What follows belongs to an exercise in optimizing a design on an open flow for a short achievable clock period and few clock cycles; a production flow would make more cautious choices. For this run, only the layout was checked, not whether the RTL still works. Power is estimated from default activity; no workload was simulated.

`design/flow/run.sh`:
```
#!/bin/bash
# synth_recipe.tcl (not shown) runs the flow's synth.tcl, then flattens the netlist and writes it again
# the make line also repeats each setting of config.mk as NAME=value (left out here)
make -C /OpenROAD-flow-scripts/flow DESIGN_CONFIG=/design/flow/config.mk WORK_HOME=/design/flow/orfs CLKGATE_MAP_FILE= SYNTH_SCRIPT=/design/flow/synth_recipe.tcl finish
```
`design/flow/design.v`:
```
`timescale 1ns/1ns
module mem_fetch #(
    parameter int PF = 32
)
(
    input  logic        clk_in,
    input  logic        reset,
    input  logic [7:0]  mem_din,
    output logic [31:0] mem_a,
    input  logic        need,          
    input  logic [31:0] need_pc,
    output logic        fill_v,
    output logic [31:0] fill_pc,
    output logic [31:0] fill_word
);
    logic [16:0] addr;        
    logic        req_v;       
    logic [31:0] cur_pc;
    logic [1:0]  cur_off;
    logic        resp_v;      
    logic [31:0] resp_pc;
    logic [1:0]  resp_off;
    logic [23:0] bytes;
    logic        busy_need;
    logic        start;
    logic [31:0] next_pc;
    logic [31:0] ahead;
    logic        pf_ok;
    assign mem_a = {15'd0, addr};
    assign busy_need = (req_v && cur_pc == need_pc) ||
                       (resp_v && resp_off == 2'd3 && resp_pc == need_pc);
    assign start     = need && !busy_need;
    assign next_pc = cur_pc + 32'd4;
    assign ahead   = next_pc - need_pc;
    assign pf_ok   = ahead < 32'(4 * PF);
    always_ff @(posedge clk_in) begin
        if (reset) begin
            addr    <= 17'd0;
            req_v   <= 1'b1;
            cur_pc  <= 32'd0;
            cur_off <= 2'd0;
        end else if (start) begin
            addr    <= need_pc[16:0];
            req_v   <= 1'b1;
            cur_pc  <= need_pc;
            cur_off <= 2'd0;
        end else if (req_v && cur_off != 2'd3) begin
            addr    <= addr + 17'd1;
            cur_off <= cur_off + 2'd1;
        end else if (pf_ok) begin
            addr    <= next_pc[16:0];
            req_v   <= 1'b1;
            cur_pc  <= next_pc;
            cur_off <= 2'd0;
        end else begin
            req_v   <= 1'b0;
        end
    end
    always_ff @(posedge clk_in) begin
        if (reset) begin
            resp_v <= 1'b0;
        end else begin
            resp_v <= req_v;
        end
        resp_pc  <= cur_pc;
        resp_off <= cur_off;
    end
    always_ff @(posedge clk_in) begin
        if (resp_v) begin
            bytes <= {mem_din, bytes[23:8]};
        end
    end
    always_ff @(posedge clk_in) begin
        if (reset) begin
            fill_v <= 1'b0;
        end else begin
            fill_v <= resp_v && resp_off == 2'd3;
        end
        if (resp_v && resp_off == 2'd3) begin
            fill_pc   <= resp_pc;
            fill_word <= {mem_din, bytes};
        end
    end
endmodule
`timescale 1ns/1ns
module inst_queue #(
    parameter int IW = 6               
)
(
    input  logic        clk_in,
    input  logic        reset,
    input  logic        wr_en,
    input  logic [31:0] wr_pc,
    input  logic [31:0] wr_word,
    input  logic [31:0] wr_tgt,
    input  logic        wr_jal,
    input  logic        wr_br,
    input  logic [31:0] rd_pc,
    output logic        rd_hit,
    output logic [31:0] rd_word,
    output logic [31:0] rd_tgt,
    output logic        rd_jal,
    output logic        rd_br
);
    localparam int NL = 1 << IW;
    localparam int TW = 30 - IW + 1;   
    logic          vld  [NL];
    logic [TW-1:0] tag  [NL];
    logic [31:0]   word [NL];
    logic [31:0]   tgt  [NL];
    logic          isj  [NL];
    logic          isb  [NL];
    logic [IW-1:0] wr_idx;
    logic [IW-1:0] rd_idx;
    logic [TW-1:0] wr_tag;
    logic [TW-1:0] rd_tag;
    assign wr_idx = wr_pc[IW+1:2];
    assign wr_tag = {wr_pc[31:IW+2], wr_pc[1]};
    assign rd_idx = rd_pc[IW+1:2];
    assign rd_tag = {rd_pc[31:IW+2], rd_pc[1]};
    assign rd_hit  = vld[rd_idx] && tag[rd_idx] == rd_tag;
    assign rd_word = word[rd_idx];
    assign rd_tgt  = tgt[rd_idx];
    assign rd_jal  = isj[rd_idx];
    assign rd_br   = isb[rd_idx];
    always_ff @(posedge clk_in) begin
        if (reset) begin
            for (int i = 0; i < NL; i++) begin
                vld[i] <= 1'b0;
            end
        end else if (wr_en) begin
            vld[wr_idx] <= 1'b1;
        end
    end
    always_ff @(posedge clk_in) begin
        if (wr_en) begin
            tag[wr_idx]  <= wr_tag;
            word[wr_idx] <= wr_word;
            tgt[wr_idx]  <= wr_tgt;
            isj[wr_idx]  <= wr_jal;
            isb[wr_idx]  <= wr_br;
        end
    end
endmodule
`timescale 1ns/1ns
module branch_predict
(
    input  logic        clk_in,
    input  logic        reset,
    input  logic        rdy_in,
    input  logic        bht_update,
    input  logic [31:0] bht_update_pc,
    input  logic        bht_update_taken,
    input  logic [5:0]  rd_idx,
    output logic        rd_taken
);
    logic [1:0] bht [64];
    logic [5:0] upd_idx;
    logic [1:0] upd_cnt;
    assign rd_taken = bht[rd_idx][1];
    assign upd_idx = bht_update_pc[7:2];
    assign upd_cnt = bht[upd_idx];
    always_ff @(posedge clk_in) begin
        if (reset) begin
            for (int i = 0; i < 64; i++) begin
                bht[i] <= 2'b01;
            end
        end else if (rdy_in && bht_update) begin
            if (bht_update_taken && upd_cnt != 2'b11) begin
                bht[upd_idx] <= upd_cnt + 2'b01;
            end else if (!bht_update_taken && upd_cnt != 2'b00) begin
                bht[upd_idx] <= upd_cnt - 2'b01;
            end
        end
    end
endmodule
`timescale 1ns/1ns
module cpu_frontend
(
    input  logic            clk_in,
    input  logic            reset,
    input  logic            rdy_in,
    input  logic [7:0]      mem_din,
    output logic [31:0]     mem_a,
    input  logic            issue_ready,
    input  logic            bht_update,
    input  logic [31:0] bht_update_pc,
    input  logic            bht_update_taken,
    output logic            inst_valid,
    output logic [31:0] inst_out,
    output logic [31:0] inst_pc,
    output logic [31:0] inst_next_pc
);
    localparam logic [6:0] op_jal    = 7'b1101111;
    localparam logic [6:0] op_branch = 7'b1100011;
    logic [31:0] pc;
    logic        fill_v;
    logic [31:0] fill_pc;
    logic [31:0] fill_word;
    logic        fill_jal;
    logic        fill_br;
    logic [31:0] fill_imm;
    logic [31:0] fill_tgt;
    logic        c_hit;
    logic [31:0] c_word;
    logic [31:0] c_tgt;
    logic        c_jal;
    logic        c_br;
    logic        f_hit;
    logic        hit;
    logic [31:0] word;
    logic [31:0] tgt;
    logic        is_jal;
    logic        is_br;
    logic        bht_taken;
    logic [31:0] seq_pc;
    logic [31:0] pred_pc;
    logic        slot_free;
    mem_fetch u_mem_fetch (
        .clk_in    (clk_in),
        .reset     (reset),
        .mem_din   (mem_din),
        .mem_a     (mem_a),
        .need      (!hit),
        .need_pc   (pc),
        .fill_v    (fill_v),
        .fill_pc   (fill_pc),
        .fill_word (fill_word)
    );
    assign fill_jal = fill_word[6:0] == op_jal;
    assign fill_br  = fill_word[6:0] == op_branch;
    assign fill_imm = fill_jal
        ? {{12{fill_word[31]}}, fill_word[19:12], fill_word[20], fill_word[30:21], 1'b0}
        : {{20{fill_word[31]}}, fill_word[7], fill_word[30:25], fill_word[11:8], 1'b0};
    assign fill_tgt = fill_pc + fill_imm;
    inst_queue u_inst_queue (
        .clk_in  (clk_in),
        .reset   (reset),
        .wr_en   (fill_v),
        .wr_pc   (fill_pc),
        .wr_word (fill_word),
        .wr_tgt  (fill_tgt),
        .wr_jal  (fill_jal),
        .wr_br   (fill_br),
        .rd_pc   (pc),
        .rd_hit  (c_hit),
        .rd_word (c_word),
        .rd_tgt  (c_tgt),
        .rd_jal  (c_jal),
        .rd_br   (c_br)
    );
    branch_predict u_branch_predict (
        .clk_in           (clk_in),
        .reset            (reset),
        .rdy_in           (rdy_in),
        .bht_update       (bht_update),
        .bht_update_pc    (bht_update_pc),
        .bht_update_taken (bht_update_taken),
        .rd_idx           (pc[7:2]),
        .rd_taken         (bht_taken)
    );
    assign f_hit  = fill_v && fill_pc == pc;
    assign hit    = c_hit || f_hit;
    assign word   = f_hit ? fill_word : c_word;
    assign tgt    = f_hit ? fill_tgt  : c_tgt;
    assign is_jal = f_hit ? fill_jal  : c_jal;
    assign is_br  = f_hit ? fill_br   : c_br;
    assign seq_pc  = pc + 32'd4;
    assign pred_pc = (is_jal || (is_br && bht_taken)) ? tgt : seq_pc;
    assign slot_free = !inst_valid || (rdy_in && issue_ready);
    always_ff @(posedge clk_in) begin
        if (reset) begin
            inst_valid <= 1'b0;
            pc         <= 32'd0;
        end else if (slot_free) begin
            inst_valid <= hit;
            if (hit) begin
                pc <= pred_pc;
            end
        end
    end
    always_ff @(posedge clk_in) begin
        if (slot_free && hit) begin
            inst_out     <= word;
            inst_pc      <= pc;
            inst_next_pc <= pred_pc;
        end
    end
endmodule
```
`design/flow/config.mk`:
```
export PLATFORM = sky130hd
export DESIGN_NAME = cpu_frontend
export DESIGN_NICKNAME = cpu_frontend
export VERILOG_FILES = /design/flow/design.v
export SDC_FILE = /design/flow/constraint.sdc
export NUM_CORES = 4
export LEC_CHECK = 0
export CAP_MARGIN = 20
export CORE_MARGIN = 2
export CORE_UTILIZATION = 40
export PLACE_DENSITY = 0.6
export SLEW_MARGIN = 20
```
`design/flow/constraint.sdc`:
```
create_clock -name core_clock -period 8.0 [get_ports {clk_in}]
set_input_delay 1.6000 -clock core_clock [delete_from_list [all_inputs] [get_ports {clk_in}]]
set_output_delay 1.6000 -clock core_clock [all_outputs]
set_load 0.01 [all_outputs]
```
==> qor.yml <==
setup_path:
  cp_slowest_stage_delay_ps: 1060
  path_buf_inv: 2
  slowest_stage: "a2111oi_1"
  rrSetupSlack_ps: 1000
  startpoint_type: "flop"
  arrival_ps: 7980
  cp.required_ps: 8980
  crit_chain: "nor2b_1 -> nand4_1 -> nor2_4 -> buf_4 -> a21o_1 -> ha_1 -> a21oi_1 -> o211ai_1 -> a31o_2 -> a2111oi_1 -> o31ai_1 -> xor2_4 -> buf_4 -> mux2i_1 -> o21ai_0 -> and3_1 -> a31o_2"
  crit_type: "flop to flop"
  crit_family: "compound AO/OA/AOI/OAI gates"
  critPathMaxFanout: 72
  endpoint_kind: "flop"
route:
  drtPass1Iterations: 6
  initialDrtViolationCount: 20500
  num_vias: 129000
  drcViolationCount: 0
  viasPerCell: 6.18
  wire_per_inst_um: 36.1
  wirelength_um: 756000
  ant_nets: 0
timing:
  min_period_ps: 7000
  slew_violations: 0
  max_slew_margin_pct: 16.3
  worst_slew_pin_slew_ps: 1250
  setup_violations: 0
  hold_viol: 0
  grt_setup_unrepaired: "false"
  max_freq_ghz: 0.143
  post-route-period-util_pct: 87.5
  fin_skew_ps: 75.0
  tns_ps: 0
placed_design:
  globalplace.congestion: 0.907
  portBuffers: 133
  dp_hpwl_um: 403000
  dp.cells: 19700
  placed_cell_area_um2: 262000
final_layout:
  fin_area_um2: 282000
  final_cell_count_no_fill: 20900
  final_core_util_pct: 45.5
  layout-drive-gt1-share_pct: 25.5
  areaGrowthSynthToFinish_pct: 13.4
  nNetsFinal: 12200
grt:
  grt_usage_pct: 23.5
  antenna_found_initial: 35
  grt_pass1_wl_um: 1030000
  grt_pass1_vias: 127000
  grt_overflow_total: 0
  grt_max_degree: 150
synthesis:
  yosysTopAreaCell: "edfxtp_1"
  seq_area_frac_synth_pct: 75.6
  syn_area_um2: 249000
  yosysMostFrequentCell: "edfxtp_1"
  async_reset_ff_share_pct: 0
  synth.avg_cell_area_um2: 21.6
  synth_cell_types: 97
  synthTopCellsByArea: "edfxtp_1, mux4_2, dfxtp_1, mux2i_1, nor2_1"
  synth_edf_count: 6136
  yosys_warnings: 4
  synth_ff_type: "edfxtp_1"
  syn_inst: 11500
  synth_common_cells: "edfxtp_1, mux4_2, nor2_1"
  netlist.area_leader.share_pct: 74.1
  ys_ff_latch: 6327
cts:
  tritoncts: "yes"
  ctsLongestPathBuffers: 4
  cts_root_buffer: "clkbuf_16"
  numCtsBuffers: 631
  clk_latency_ps: 1120
  cts_hold_buf: 0
  post-cts-setup-buffer-count: 0
  clk_pin_slew_ps: 60
  htreeDepth: 6
  clock_sinks: 6327
  cts-resized-gates: 0
flow_run:
  maxCapViolCount: 0
pwr:
  power_density_nw_per_um2: 235
  p_leak_uw: 0.0856
  irDropWorstVdd_mv: 0.237
floorplan:
  fp-row-count: 289
  die_w_um: 792
  die_h_um: 792
  io_pins: 175
  initial_core_util_pct: 40.1
  die_area_um2: 628000
  core_um2: 619000
min_path:
  hp-class: "flop to flop"
outcome:
  status: "complete, no violations"
## final cells by class
class	instances	area (um^2)
diodes	11	27.5
clock inverters	353	3270
fillers	50900	337000
multi-input cells	4453	57700
flip-flops and latches	6327	188000
well taps	8293	10400
repair buffers	608	5700
clock buffers	789	16700
inverters	68	278
## worst reg2reg max path: stages, from the launching register on
cell and delay (ps):
edfxtp_1 390, nor2b_1 160, nand4_1 240, nor2_4 470, buf_4 650, a21o_1 240, ha_1 280, a21oi_1 310
o211ai_1 160, a31o_2 300, a2111oi_1 1060, o31ai_1 400, xor2_4 240, buf_4 320, mux2i_1 940, o21ai_0 240
and3_1 250, a31o_2 210
## cells in the final DEF, fill, tap and decap left out, types with 60 or more instances in the layout
master,Yosys,routed
ha_1,65,65
o21ai_0,161,160
mux4_2,1684,1684
nand2_1,380,380
edfxtp_1,6136,6136
clkinv_2,0,99
a21oi_1,123,122
clkbuf_16,0,640
a22oi_1,140,140
nor2_1,419,356
clkbuf_1,280,138
buf_4,77,411
buf_12,13,60
clkdlybuf4s50_1,0,132
nor2_4,0,62
xor2_1,115,108
xnor2_1,112,98
nand3_1,127,126
clkinv_1,3,143
dfxtp_1,191,184
mux2i_1,285,281
## stage by stage
stage	hold WS, ps	total power, uW	setup WS, ps
floorplan	329	37700	19.3
global placement	375	38200	927
detailed placement	370	38200	1130
CTS	399	66700	1070
global route	405	68000	555
finish	400	66400	996
## power breakdown
group / leakage, uW / switching, uW / internal, uW / total, uW
sequential: 0.0567 / 155 / 36000 / 36100
clock: 0.00969 / 12700 / 16100 / 28800
combinational: 0.0193 / 905 / 516 / 1420
total: 0.0856 / 13800 / 52600 / 66400
## sequential cells by signal, indices dropped and copies added, names as in the netlist, 2 cells and up, named ones only
| register | flops |
|---|---|
| inst_next_pc | 32 |
| inst_out | 32 |
| inst_pc | 32 |
| pc | 32 |
| u_branch_predict.bht | 128 |
| u_inst_queue.isb | 64 |
| u_inst_queue.isj | 64 |
| u_inst_queue.tag | 1600 |
| u_inst_queue.tgt | 2048 |
| u_inst_queue.vld | 64 |
| u_inst_queue.word | 2048 |
| u_mem_fetch.addr | 17 |
| u_mem_fetch.bytes | 24 |
| u_mem_fetch.cur_off | 2 |
| u_mem_fetch.cur_pc | 32 |
| u_mem_fetch.fill_pc | 32 |
| u_mem_fetch.fill_word | 32 |
| u_mem_fetch.resp_off | 2 |
| u_mem_fetch.resp_pc | 32 |
## worst paths after layout
path / endpoint / cells after the start / startpoint
max: pc[24]$_SDFFE_PP0P_ / 17 / u_mem_fetch.fill_word[4]$_DFFE_PP_
min: u_mem_fetch.resp_off[0]$_DFF_P_ / 0 / u_mem_fetch.cur_off[0]$_SDFFE_PP0P_
max reg2reg: pc[24]$_SDFFE_PP0P_ / 17 / u_mem_fetch.fill_word[4]$_DFFE_PP_
min reg2reg: u_mem_fetch.resp_off[0]$_DFF_P_ / 0 / u_mem_fetch.cur_off[0]$_SDFFE_PP0P_
## logic make-up after synthesis
kind of cell	after synthesis	share of synthesized area, %
AOI/OAI and AO/OA	791	2.16
xor gates and xnor gates	228	0.809
adders and majority gates	66	0.335
buffers and inverters	732	1.58
DFF	6327	75.6
muxes	2032	17.0
other	1	0.00151
and+or+nand+nor	1321	2.51
## routing by layer
layer | vias up | part of all wire (%) | global-route usage (%) | wire length (um)
li1 | 49500 | - | - | -
met1 | 69700 | 38 | 32.7 | 289000
met2 | 8438 | 47 | 37.4 | 357000
met3 | 1507 | 11 | 4.39 | 80000
met4 | 6 | 3.9 | 8.01 | 29300
met5 | - | 0.0045 | 0 | 34

port drivers added, routing unchanged:
How much do the figures lean on ideal ports? The routed layout below was timed once more, with nothing changed but the port constraints. Step 1 assumes that a clkbuf_16 drives the clock port and a buf_2 every other input. Step 2 times the ports against the registers' clock, not the clock port: input delays grow and output delays shrink by t, the midpoint of the rising clock arrivals with the driver on. a / b / c = ideal ports / drivers / drivers and shift; a / b = the first two.
t (ns): 1.224
slack for setup (ns): 0.996 / 0.996 / 0.996
hold WS [ns]: 0.400 / 0.400 / 0.400
worst data-port slew with drivers (ns): 0.06
pins driven straight from the clock port: 1
After both steps setup and hold are still met in this run. For this run, drivers alone change the setup slack by 0.000 ns; drivers and shift together by 0.000 ns.
